From an optimization exercise on the open Yosys and OpenROAD flow, aimed at small area; shortcuts taken in it are not production practice.
The RTL was checked by simulation tests, not by an equivalence proof against the original design.
The clock port is modelled as an ideal driver; clocking choices that lean on that would not hold on a real chip.
No activity file was given, so power comes from the tool's default toggle rates.

job 1881:
Design lx_bus_bridge, start of the top module:
module lx_bus_bridge (
  input  logic                clock,
  input  logic                reset,
  input  lx_bus_pkg::msg_t    bus_msg_in,
  input  lx_bus_pkg::addr_t   bus_address_in,
  input  lx_bus_pkg::beat_t   bus_data_in,
  input  logic                req_ready,
  output lx_bus_pkg::msg_t    bus_msg_out,
  output lx_bus_pkg::addr_t   bus_address_out,
  output lx_bus_pkg::beat_t   bus_data_out,
  input  lx_bus_pkg::msg_t    cache_msg_in,
  input  lx_bus_pkg::line_t   cache_data_in,
  output lx_bus_pkg::msg_t    cache_msg_out,
  output lx_bus_pkg::addr_t   cache_address_out,
  output lx_bus_pkg::line_t   cache_data_out
);
For scale: roughly 650 cells after synthesis, roughly 6800 um2 of cells after synthesis.
export LEC_CHECK = 0
export CAP_MARGIN = 20
export CORE_AREA = 5 5 175 175
export DIE_AREA = 0 0 180 180
export SLEW_MARGIN = 20
create_clock -name core_clock -period 5.0 [get_ports {clock}]
standard.sh (not shown) runs the stock make flow with config.mk's settings and CLKGATE_MAP_FILE= SYNTH_SCRIPT=/design/flow/synth_recipe.tcl, a recipe that flattens the netlist after the stock synthesis.
==> flow/flow/run.sh <==
#!/bin/bash
# Standard ORFS layout with three changes:
#  - port buffers made from the smallest buffer cell,
#  - a clock tree of clkbuf_4/8 without dummy loads,
#  - a222.tcl remaps the line register's select gates before floorplanning,
#  - one tie cell drives every constant output.
set -o pipefail
export BUFFER_PORTS_ARGS="-buffer_cell sky130_fd_sc_hd__buf_1"
export CTS_ARGS="-sink_clustering_enable -repair_clock_nets -dont_use_dummy_load -buf_list {sky130_fd_sc_hd__clkbuf_4 sky130_fd_sc_hd__clkbuf_8}"
export SKIP_REPAIR_TIE_FANOUT=1
export PRE_FLOORPLAN_TCL="$(pwd)/flow/a222.tcl"
export POST_CTS_TCL="$(pwd)/flow/clkdown.tcl"
bash standard.sh > standard.log 2>&1
==> flow/flow/clkdown.tcl <==
estimate_parasitics -placement
set limit 0.085
set sizes {sky130_fd_sc_hd__clkbuf_2 sky130_fd_sc_hd__clkbuf_4}
proc sink_slew { inst } {
  set onet [get_nets -of_objects [get_pins -of_objects $inst -filter "direction==output"]]
  set mx 0
  foreach p [get_pins -of_objects $onet -filter "direction==input"] {
    set s [get_property $p slew_max]
    if { $s > $mx } { set mx $s }
  }
  return $mx
}
foreach inst [get_cells clkbuf_*] {
  set orig [get_property $inst ref_name]
  foreach m $sizes {
    replace_cell $inst $m
    set s [sink_slew $inst]
    if { $s < $limit } {
      puts "clkdown: [get_full_name $inst] $orig -> $m slew $s"
      break
    }
    replace_cell $inst $orig
  }
}
detailed_placement
check_placement -verbose
Other scripts of this flow, unchanged in this note and not shown: flow/flow/a222.tcl
Job 1881: flow completed, timing, DRC and antenna clean
Relative to job 1881, the following input files were edited for job 2114:
# job 1881
export LEC_CHECK = 0
export CAP_MARGIN = 20
export CORE_AREA = 5 5 175 175
export DIE_AREA = 0 0 180 180
export SLEW_MARGIN = 20
create_clock -name core_clock -period 5.0 [get_ports {clock}]
# job 2114
export LEC_CHECK = 0
export CAP_MARGIN = 20
export CORE_AREA = 5 5 175 175
export DIE_AREA = 0 0 180 180
export PLACE_DENSITY = 0.35
export SLEW_MARGIN = 20
create_clock -name core_clock -period 5.0 [get_ports {clock}]
-- flow/flow/run.sh --
<<< job 1881, line 11
export PRE_FLOORPLAN_TCL="$(pwd)/flow/a222.tcl"
export POST_CTS_TCL="$(pwd)/flow/clkdown.tcl"
bash standard.sh > standard.log 2>&1
>>> job 2114, line 11
export PRE_FLOORPLAN_TCL="$(pwd)/flow/a222.tcl"
bash standard.sh > standard.log 2>&1
removed: flow/flow/clkdown.tcl
## What came out
Each of the runs, namely job 1881 and job 2114, reached the end of the flow and came out clean. Register clock-pin slew on the reported worst setup and hold paths of job 1881 is on par with job 2114. The final core utilization of job 1881 and that of job 2114 are within noise of each other. NOTE: combinational group share of total power in job 2114 falls short of that of job 1881. Against job 1881 as the reference, job 2114 delivers a lower via count. | setup slack of the critical path after layout | lower: job 2114 |. Compared job 2114 against job 1881; net count of the finished layout within noise. As of job 2114, power had risen slightly compared to job 1881. Post-route cell area delta (job 2114 -> job 1881): insignificant. Cmp job 2114 vs job 1881: met2 routing resource usage after global routing higher in job 2114.
What job 6937 does differently from job 2114 at the input level:
# job 2114
export LEC_CHECK = 0
export CAP_MARGIN = 20
export CORE_AREA = 5 5 175 175
export DIE_AREA = 0 0 180 180
export PLACE_DENSITY = 0.35
export SLEW_MARGIN = 20
create_clock -name core_clock -period 5.0 [get_ports {clock}]
# job 6937
export LEC_CHECK = 0
export CAP_MARGIN = 0
export CORE_AREA = 5 5 175 175
export DIE_AREA = 0 0 180 180
export SLEW_MARGIN = 0
create_clock -name core_clock -period 5.0 [get_ports {clock}]
--- outcome ---
Measured against each other, job 6937 and job 2114 differ in share of total power consumed by net switching, the higher figure coming from job 2114.
In the tables for job 6937 and job 2114, HPWL reported at the end of detailed placement reads higher with job 2114.
The run showing the greater antenna diode count is job 2114.
Job 6937 vs. job 2114: global router's overall resource usage went down by 1.9 points, via count went up by about 0.9%.
Input changes introduced in job 9910 (baseline for comparison: job 6937):
# job 6937
export LEC_CHECK = 0
export CAP_MARGIN = 0
export CORE_AREA = 5 5 175 175
export DIE_AREA = 0 0 180 180
export SLEW_MARGIN = 0
create_clock -name core_clock -period 5.0 [get_ports {clock}]
# job 9910
export LEC_CHECK = 0
export CAP_MARGIN = 20
export CORE_AREA = 5 5 175 175
export DIE_AREA = 0 0 180 180
export GPL_ROUTABILITY_DRIVEN = 0
export GPL_TIMING_DRIVEN = 0
export PLACE_DENSITY = 0.85
export SLEW_MARGIN = 20
create_clock -name core_clock -period 5.0 [get_ports {clock}]
[summary]
After detailed routing, job 6937 needs less wire than job 9910. Job 9910 vs job 6937 — wire length of the first global-routing pass climbed by more than 10%. Higher count of cell instances traversed by the critical path was reported by job 9910, not job 6937. HPWL after detailed placement: job 9910 worse than job 6937. Job 9910: design area 820 um2 above job 6937. Compare job 9910 and job 6937 | worst hold slack across all endpoints lower: job 6937. Post-detailed-route wirelength per cell, job 9910 vs job 6937: up by more than 10%. Compared with job 6937, job 9910 shows a lower share of total power in sequential cells. Ratio of final minimum period to clock period for job 9910: 6.3 points up relative to job 6937. The run showing the greater cell count is job 9910.
Relative to job 9910, the following input files were edited for job 9536:
# job 9910
export LEC_CHECK = 0
export CAP_MARGIN = 20
export CORE_AREA = 5 5 175 175
export DIE_AREA = 0 0 180 180
export GPL_ROUTABILITY_DRIVEN = 0
export GPL_TIMING_DRIVEN = 0
export PLACE_DENSITY = 0.85
export SLEW_MARGIN = 20
create_clock -name core_clock -period 5.0 [get_ports {clock}]
# job 9536
export LEC_CHECK = 0
export CAP_MARGIN = 20
export CORE_AREA = 5 5 175 175
export DIE_AREA = 0 0 180 180
export PLACE_DENSITY = 0.85
export SLEW_MARGIN = 20
create_clock -name core_clock -period 5.0 [get_ports {clock}]
The critical path launch point comes out rd_wait$_SDFF_PP0_ in one run and resp_a$_SDFF_PP0_ in the other, namely in job 9536 and job 9910 respectively. Sequential portion of the cell area in job 9536 vs job 9910: up 3.9 points. Changes observed in job 9536 relative to job 9910: leakage dissipation now smaller, amount of wire on met2 after detailed routing has decreased, clock transition time at the flip-flop clock pins of the worst setup and hold paths decreased by 0.02 ns relative to the old numbers, combinational cell fraction of total power dropped 3.3 points, setup clock skew after layout shows a reduction of 0.023 ns. The port buffer count on job 9910 is in line with that on job 9536. Diff job 9910 -> job 9536: fmax shows an increase of 5.2%, minimum hold slack has decreased. Going from job 9910 to job 9536, the power attributed to the clock group was found to have gone down by about 2.7%.

-- afterwards: timing with drivers on the ports --
In the flow no input, the clock included, has a driving cell. The finished layouts below were timed again as built, in two steps.
Step 1 (the two cells are an assumption about what drives the block):
set clk [get_ports {clock}]
set_driving_cell -lib_cell sky130_fd_sc_hd__clkbuf_16 $clk
set_driving_cell -lib_cell sky130_fd_sc_hd__buf_2 [delete_from_list [all_inputs] $clk]
Step 2 adds t to the input delays and takes it off the output delays; t is the mean of the earliest and latest rising clock arrival at the registers after step 1. Input paths then give back, and output paths get back, about the clock's delay inside the block.
Three values: no drivers, after step 1, after step 2; two values: the first two.
run | shift t [ns] | setup WS [ns] | hold WS [ns] | slew at the worst register clock pin (ns) | cell pins on the clock port's net
job 1881 | 0.459 | 2.125 / 2.086 / 2.545 | 0.492 / 0.492 / 0.492 | 0.11 / 0.11 | 1
job 2114 | 0.468 | 1.768 / 1.725 / 2.092 | 0.508 / 0.508 / 0.508 | 0.11 / 0.11 | 1
job 6937 | 0.459 | 2.125 / 2.086 / 2.545 | 0.492 / 0.492 / 0.492 | 0.11 / 0.11 | 1
job 9910 | 0.464 | 1.811 / 1.772 / 2.236 | 0.525 / 0.525 / 0.525 | 0.11 / 0.11 | 1
job 9536 | 0.461 | 1.969 / 1.931 / 2.392 | 0.511 / 0.511 / 0.511 | 0.09 / 0.09 | 1
After both steps every run listed still meets setup and hold.
